Context: an optimization exercise on an open-source flow, tuned for small area, a short achievable clock period and few clock cycles per item. The choices shown serve that exercise and are no tape-out recipe. Where RTL was checked, it was by simulation tests only, not by an equivalence proof against the original. Power is estimated from default activity; no workload was simulated.

==> flow/design.v <==
`default_nettype none
package tpq_pkg;
	typedef enum logic {
		OP_ENQ = 1'b0,
		OP_DEQ = 1'b1
	} op_t;
	typedef enum logic [1:0] {
		ST_OK    = 2'd0,
		ST_FULL  = 2'd1,
		ST_EMPTY = 2'd2
	} status_t;
	typedef struct packed {
		logic [7:0]  prio;
		logic [15:0] arrival;
		logic [15:0] service;
		logic [7:0]  dev;
	} entry_t;
	typedef struct packed {
		logic enq;
		logic deq;
	} ctrl_t;
endpackage
`default_nettype wire
`default_nettype none
module tpq_cell (
	input  wire logic            clk,
	input  wire logic            we,
	input  wire tpq_pkg::entry_t new_entry,
	input  wire logic [23:0]     new_key_x,  
	output tpq_pkg::entry_t      slot_q,
	output logic                 ahead
);
	tpq_cmp u_cmp (
		.sp (slot_q.prio),
		.sa (slot_q.arrival),
		.xp (new_key_x[23:16]),
		.xa (new_key_x[15:0]),
		.gt (ahead)
	);
	always_ff @(posedge clk) begin
		if (we) begin
			slot_q <= new_entry;
		end
	end
endmodule
module tpq_cmp (
	input  wire logic [7:0]  sp,
	input  wire logic [15:0] sa,
	input  wire logic [7:0]  xp,
	input  wire logic [15:0] xa,
	output logic             gt
);
	logic [7:0]  pg0, pe0;
	logic [3:0]  pg1, pe1;
	logic [1:0]  pg2, pe2;
	logic        pg3, pe3;
	logic [15:0] aw0, ae0;
	logic [7:0]  aw1, ae1;
	logic [3:0]  aw2, ae2;
	logic [1:0]  aw3, ae3;
	logic        aw4, ae4;
	assign pg0 = sp & xp;
	assign pe0 = sp ^ xp;
	assign aw0 = sa & xa;
	assign ae0 = sa ^ xa;
	always_comb begin
		for (int k = 0; k < 4; k++) begin
			pg1[k] = pg0[2*k+1] | (pe0[2*k+1] & pg0[2*k]);
			pe1[k] = pe0[2*k+1] & pe0[2*k];
		end
		for (int k = 0; k < 2; k++) begin
			pg2[k] = pg1[2*k+1] | (pe1[2*k+1] & pg1[2*k]);
			pe2[k] = pe1[2*k+1] & pe1[2*k];
		end
		pg3 = pg2[1] | (pe2[1] & pg2[0]);
		pe3 = pe2[1] & pe2[0];
		for (int k = 0; k < 8; k++) begin
			aw1[k] = aw0[2*k+1] | (ae0[2*k+1] & aw0[2*k]);
			ae1[k] = ae0[2*k+1] & ae0[2*k];
		end
		for (int k = 0; k < 4; k++) begin
			aw2[k] = aw1[2*k+1] | (ae1[2*k+1] & aw1[2*k]);
			ae2[k] = ae1[2*k+1] & ae1[2*k];
		end
		for (int k = 0; k < 2; k++) begin
			aw3[k] = aw2[2*k+1] | (ae2[2*k+1] & aw2[2*k]);
			ae3[k] = ae2[2*k+1] & ae2[2*k];
		end
		aw4 = aw3[1] | (ae3[1] & aw3[0]);
		ae4 = ae3[1] & ae3[0];
	end
	assign gt = pg3 | (pe3 & !aw4 & !ae4);
endmodule
module tpq_head (
	input  wire logic [15:0]          valid,
	input  wire logic [15:0][15:0]    bef,         
	input  wire logic                 pend_v,
	input  wire logic [15:0]          pend,        
	input  wire logic [15:0]          pend_ahead,  
	output logic      [15:0]          head
);
	localparam int N = 16;
	logic [N-1:0] skip;       
	logic         pend_best;  
	assign skip      = ~valid | (pend_v ? pend : '0);
	assign pend_best = !(|(pend_ahead & valid & ~pend));
	always_comb begin
		for (int i = 0; i < N; i++) begin
			head[i] = valid[i];
			for (int j = 0; j < N; j++) begin
				if (j < i) head[i] = head[i] && (skip[j] || !bef[j][i]);
				if (j > i) head[i] = head[i] && (skip[j] || bef[i][j]);
			end
			if (pend_v) begin
				if (pend[i]) begin
					head[i] = valid[i] && pend_best;
				end else begin
					head[i] = head[i] && pend_ahead[i];
				end
			end
		end
	end
endmodule
module tpq_omux (
	input  wire logic [16*48-1:0] slots,  
	input  wire logic [15:0]      sel,
	output logic      [47:0]      entry
);
	always_comb begin
		entry = '0;
		for (int i = 0; i < 16; i++) begin
			entry = entry | (slots[i*48 +: 48] & {48{sel[i]}});
		end
	end
endmodule
`default_nettype wire
`default_nettype none
module task_priority_queue
#(
	parameter int QUEUE_DEPTH = 16
) (
	input  wire logic        clk,
	input  wire logic        arst_n,
	input  wire logic        req_valid,
	output      logic        req_ready,
	input  wire logic        req_operation,
	input  wire logic [7:0]  req_priority_req,
	input  wire logic [15:0] req_arrive_tick,
	input  wire logic [15:0] req_run_cycles,
	input  wire logic [7:0]  req_owner_tag,
	output      logic        rsp_valid,
	input  wire logic        rsp_ready,
	output      logic [1:0]  rsp_status,
	output      logic        rsp_task_valid,
	output      logic [7:0]  rsp_out_priority,
	output      logic [15:0] rsp_out_arrive_tick,
	output      logic [15:0] rsp_out_run_cycles,
	output      logic [7:0]  rsp_out_owner_tag,
	output      logic [4:0]  rsp_occupancy
);
	localparam int N  = QUEUE_DEPTH;
	localparam int CW = $clog2(QUEUE_DEPTH + 1);
	logic [CW-1:0]   count_q;
	logic [N-1:0]    valid_q;
	logic [N-1:0]    alloc_q;      
	logic [N*48-1:0] slot_v;       
	logic [N-1:0]    ahead;        
	logic [N-1:0][N-1:0] bef_q;    
	logic [N-1:0]    head;         
	logic [N-1:0]    we;
	logic [N-1:0]    valid_next;
	logic [N-1:0]    alloc_next;
	logic            pend_v_q;
	logic [N-1:0]    pend_q;         
	logic [N-1:0]    pend_ahead_q;   
	logic            res_v_q;
	tpq_pkg::status_t res_status_q;
	logic            res_tvalid_q;
	logic [CW-1:0]   res_occ_q;
	logic [N-1:0]    res_sel_q;    
	logic            ovalid_q;
	tpq_pkg::status_t status_q;
	logic            tvalid_q;
	logic [CW-1:0]   occ_q;
	tpq_pkg::entry_t oentry_q;
	tpq_pkg::entry_t sel_entry;
	logic            adv, fire, is_full, is_empty, enq, deq;
	logic [CW-1:0]   count_next;
	tpq_pkg::entry_t new_entry;
	logic [23:0]     new_key_x;
	assign adv       = !ovalid_q || rsp_ready;
	assign req_ready = !res_v_q || adv;
	assign fire      = req_valid && req_ready;
	assign is_full   = count_q[CW-1];
	assign is_empty  = (count_q == '0);
	assign enq       = fire && (tpq_pkg::op_t'(req_operation) == tpq_pkg::OP_ENQ) && !is_full;
	assign deq       = fire && (tpq_pkg::op_t'(req_operation) == tpq_pkg::OP_DEQ) && !is_empty;
	assign new_entry.prio    = req_priority_req;
	assign new_entry.arrival = req_arrive_tick;
	assign new_entry.service = req_run_cycles;
	assign new_entry.dev     = req_owner_tag;
	assign new_key_x = ~{req_priority_req, req_arrive_tick};
	assign we = enq ? alloc_q : '0;
	for (genvar i = 0; i < N; i++) begin : g_cell
		tpq_cell u_cell (
			.clk       (clk),
			.we        (we[i]),
			.new_entry (new_entry),
			.new_key_x (new_key_x),
			.slot_q    (slot_v[i*48 +: 48]),
			.ahead     (ahead[i])
		);
	end
	tpq_head u_head (
		.valid      (valid_q),
		.bef        (bef_q),
		.pend_v     (pend_v_q),
		.pend       (pend_q),
		.pend_ahead (pend_ahead_q),
		.head       (head)
	);
	always_comb begin
		valid_next = valid_q;
		count_next = count_q;
		if (enq) begin
			valid_next = valid_q | alloc_q;
			count_next = count_q + CW'(1);
		end else if (deq) begin
			valid_next = valid_q & ~head;
			count_next = count_q - CW'(1);
		end
	end
	logic [N-1:0] alloc_enq;
	always_comb begin
		logic seen;
		seen = 1'b0;
		for (int i = 0; i < N; i++) begin
			alloc_enq[i] = !(valid_q[i] || alloc_q[i]) && !seen;
			seen = seen || !(valid_q[i] || alloc_q[i]);
		end
	end
	always_comb begin
		alloc_next = alloc_q;
		if (enq) begin
			alloc_next = alloc_enq;
		end else if (deq && is_full) begin
			alloc_next = head;
		end
	end
	always_ff @(posedge clk) begin
		for (int i = 0; i < N; i++) begin
			for (int j = i + 1; j < N; j++) begin
				if (pend_v_q && (pend_q[i] || pend_q[j])) begin
					bef_q[i][j] <= pend_q[i] ? !pend_ahead_q[j] : pend_ahead_q[i];
				end
			end
		end
	end
	always_ff @(posedge clk) begin
		pend_q       <= alloc_q;
		pend_ahead_q <= ahead;
	end
	always_ff @(posedge clk or negedge arst_n) begin
		if (!arst_n) begin
			count_q  <= '0;
			valid_q  <= '0;
			alloc_q  <= N'(1);
			pend_v_q <= 1'b0;
			res_v_q  <= 1'b0;
			ovalid_q <= 1'b0;
		end else begin
			count_q  <= count_next;
			valid_q  <= valid_next;
			alloc_q  <= alloc_next;
			pend_v_q <= enq;
			if (fire) begin
				res_v_q <= 1'b1;
			end else if (adv) begin
				res_v_q <= 1'b0;
			end
			if (adv) begin
				ovalid_q <= res_v_q;
			end
		end
	end
	always_ff @(posedge clk) begin
		if (fire) begin
			res_tvalid_q <= deq;
			res_sel_q    <= deq ? head : '0;
			res_occ_q    <= count_next;
			if (enq || deq) begin
				res_status_q <= tpq_pkg::ST_OK;
			end else if (tpq_pkg::op_t'(req_operation) == tpq_pkg::OP_ENQ) begin
				res_status_q <= tpq_pkg::ST_FULL;
			end else begin
				res_status_q <= tpq_pkg::ST_EMPTY;
			end
		end
	end
	tpq_omux u_omux (
		.slots (slot_v),
		.sel   (res_sel_q),
		.entry (sel_entry)
	);
	always_ff @(posedge clk) begin
		if (adv && res_v_q) begin
			status_q <= res_status_q;
			tvalid_q <= res_tvalid_q;
			occ_q    <= res_occ_q;
			oentry_q <= sel_entry;
		end
	end
	assign rsp_valid           = ovalid_q;
	assign rsp_status          = status_q;
	assign rsp_task_valid      = tvalid_q;
	assign rsp_out_priority    = oentry_q.prio;
	assign rsp_out_arrive_tick = oentry_q.arrival;
	assign rsp_out_run_cycles  = oentry_q.service;
	assign rsp_out_owner_tag   = oentry_q.dev;
	assign rsp_occupancy       = occ_q;
endmodule
`default_nettype wire
Settings: LEC_CHECK=0, CAP_MARGIN=20, CORE_MARGIN=2, CORE_UTILIZATION=40, CTS_CLUSTER_DIAMETER=90, CTS_CLUSTER_SIZE=22, SETUP_SLACK_MARGIN=1.5, SLEW_MARGIN=20, SYNTH_HIERARCHICAL=1, SYNTH_MINIMUM_KEEP_SIZE=0; clock period 3.7 ns.
run.sh (not shown) runs the stock make flow with config.mk's settings and CLKGATE_MAP_FILE= SYNTH_SCRIPT=/design/flow/synth_recipe.tcl, a recipe that flattens the netlist after the stock synthesis.
Next try:
--- a/flow/design.v
+++ b/flow/design.v
@@ -94,7 +94,6 @@
 module tpq_head (
 	input  wire logic [15:0]          valid,
 	input  wire logic [15:0][15:0]    bef,         
-	input  wire logic                 pend_v,
 	input  wire logic [15:0]          pend,        
 	input  wire logic [15:0]          pend_ahead,  
 	output logic      [15:0]          head
@@ -102,7 +101,7 @@
 	localparam int N = 16;
 	logic [N-1:0] skip;       
 	logic         pend_best;  
-	assign skip      = ~valid | (pend_v ? pend : '0);
+	assign skip      = ~valid | pend;
 	assign pend_best = !(|(pend_ahead & valid & ~pend));
 	always_comb begin
 		for (int i = 0; i < N; i++) begin
@@ -111,12 +110,10 @@
 				if (j < i) head[i] = head[i] && (skip[j] || !bef[j][i]);
 				if (j > i) head[i] = head[i] && (skip[j] || bef[i][j]);
 			end
-			if (pend_v) begin
-				if (pend[i]) begin
-					head[i] = valid[i] && pend_best;
-				end else begin
-					head[i] = head[i] && pend_ahead[i];
-				end
+			if (pend[i]) begin
+				head[i] = valid[i] && pend_best;
+			end else begin
+				head[i] = head[i] && pend_ahead[i];
 			end
 		end
 	end
@@ -170,7 +167,6 @@
 	logic [N-1:0]    we;
 	logic [N-1:0]    valid_next;
 	logic [N-1:0]    alloc_next;
-	logic            pend_v_q;
 	logic [N-1:0]    pend_q;         
 	logic [N-1:0]    pend_ahead_q;   
 	logic            res_v_q;
@@ -214,7 +210,6 @@
 	tpq_head u_head (
 		.valid      (valid_q),
 		.bef        (bef_q),
-		.pend_v     (pend_v_q),
 		.pend       (pend_q),
 		.pend_ahead (pend_ahead_q),
 		.head       (head)
@@ -250,29 +245,28 @@
 	always_ff @(posedge clk) begin
 		for (int i = 0; i < N; i++) begin
 			for (int j = i + 1; j < N; j++) begin
-				if (pend_v_q && (pend_q[i] || pend_q[j])) begin
+				if (pend_q[i] || pend_q[j]) begin
 					bef_q[i][j] <= pend_q[i] ? !pend_ahead_q[j] : pend_ahead_q[i];
 				end
 			end
 		end
 	end
 	always_ff @(posedge clk) begin
-		pend_q       <= alloc_q;
-		pend_ahead_q <= ahead;
+		pend_ahead_q <= enq ? ahead : '1;
 	end
 	always_ff @(posedge clk or negedge arst_n) begin
 		if (!arst_n) begin
 			count_q  <= '0;
 			valid_q  <= '0;
 			alloc_q  <= N'(1);
-			pend_v_q <= 1'b0;
+			pend_q   <= '0;
 			res_v_q  <= 1'b0;
 			ovalid_q <= 1'b0;
 		end else begin
 			count_q  <= count_next;
 			valid_q  <= valid_next;
 			alloc_q  <= alloc_next;
-			pend_v_q <= enq;
+			pend_q   <= enq ? alloc_q : '0;
 			if (fire) begin
 				res_v_q <= 1'b1;
 			end else if (adv) begin
- The changed run went through all stages and came out clean
- sequential power fell by about 3%
- clock power rose by about 0.6%
- global-route usage fell by 0.33 points
- hold slack got worse by 0.13 ns
- core utilization hardly moves
- via count fell by 1.5%
- non-clock buffer count rose by 63
- final cell count rose by 1.1%
- design area barely changes
- clock-buffer cell count rose by 1
- routed wire length fell by 1.7%
- flip-flop and latch count fell by 1
Testbench counts after the change, summed over its fixed seeds: cycles 12,016, items 12,000.
Only the layout flow was run in the first run of this note; the RTL was not checked for function there.

re-timing with driven ports:
How much do the figures lean on ideal ports? The routed layouts below were timed once more, with nothing changed but the port constraints. Step 1, drivers: a clkbuf_16 drives clk and a buf_2 each remaining input, both assumed. Step 2 adds t to the input delays and takes it off the output delays; t is the mean of the earliest and latest rising clock arrival at the registers after step 1. Input paths then give back, and output paths get back, about the clock's delay inside the block. Three values: no drivers, after step 1, after step 2; two values: the first two.
run	t, ns	setup slack, ns	hold slack, ns	worst setup path after step 2
the first run	0.783	1.335 / 1.335 / 0.748	0.138 / 0.093 / 0.435	input to register
the second run	0.774	1.379 / 1.308 / 0.750	0.006 / -0.036 / 0.427	input to register
After both steps every run listed still meets setup and hold. The setup slack of the second run, which loses most, moves by -0.071 ns with the drivers and by -0.629 ns with both steps.
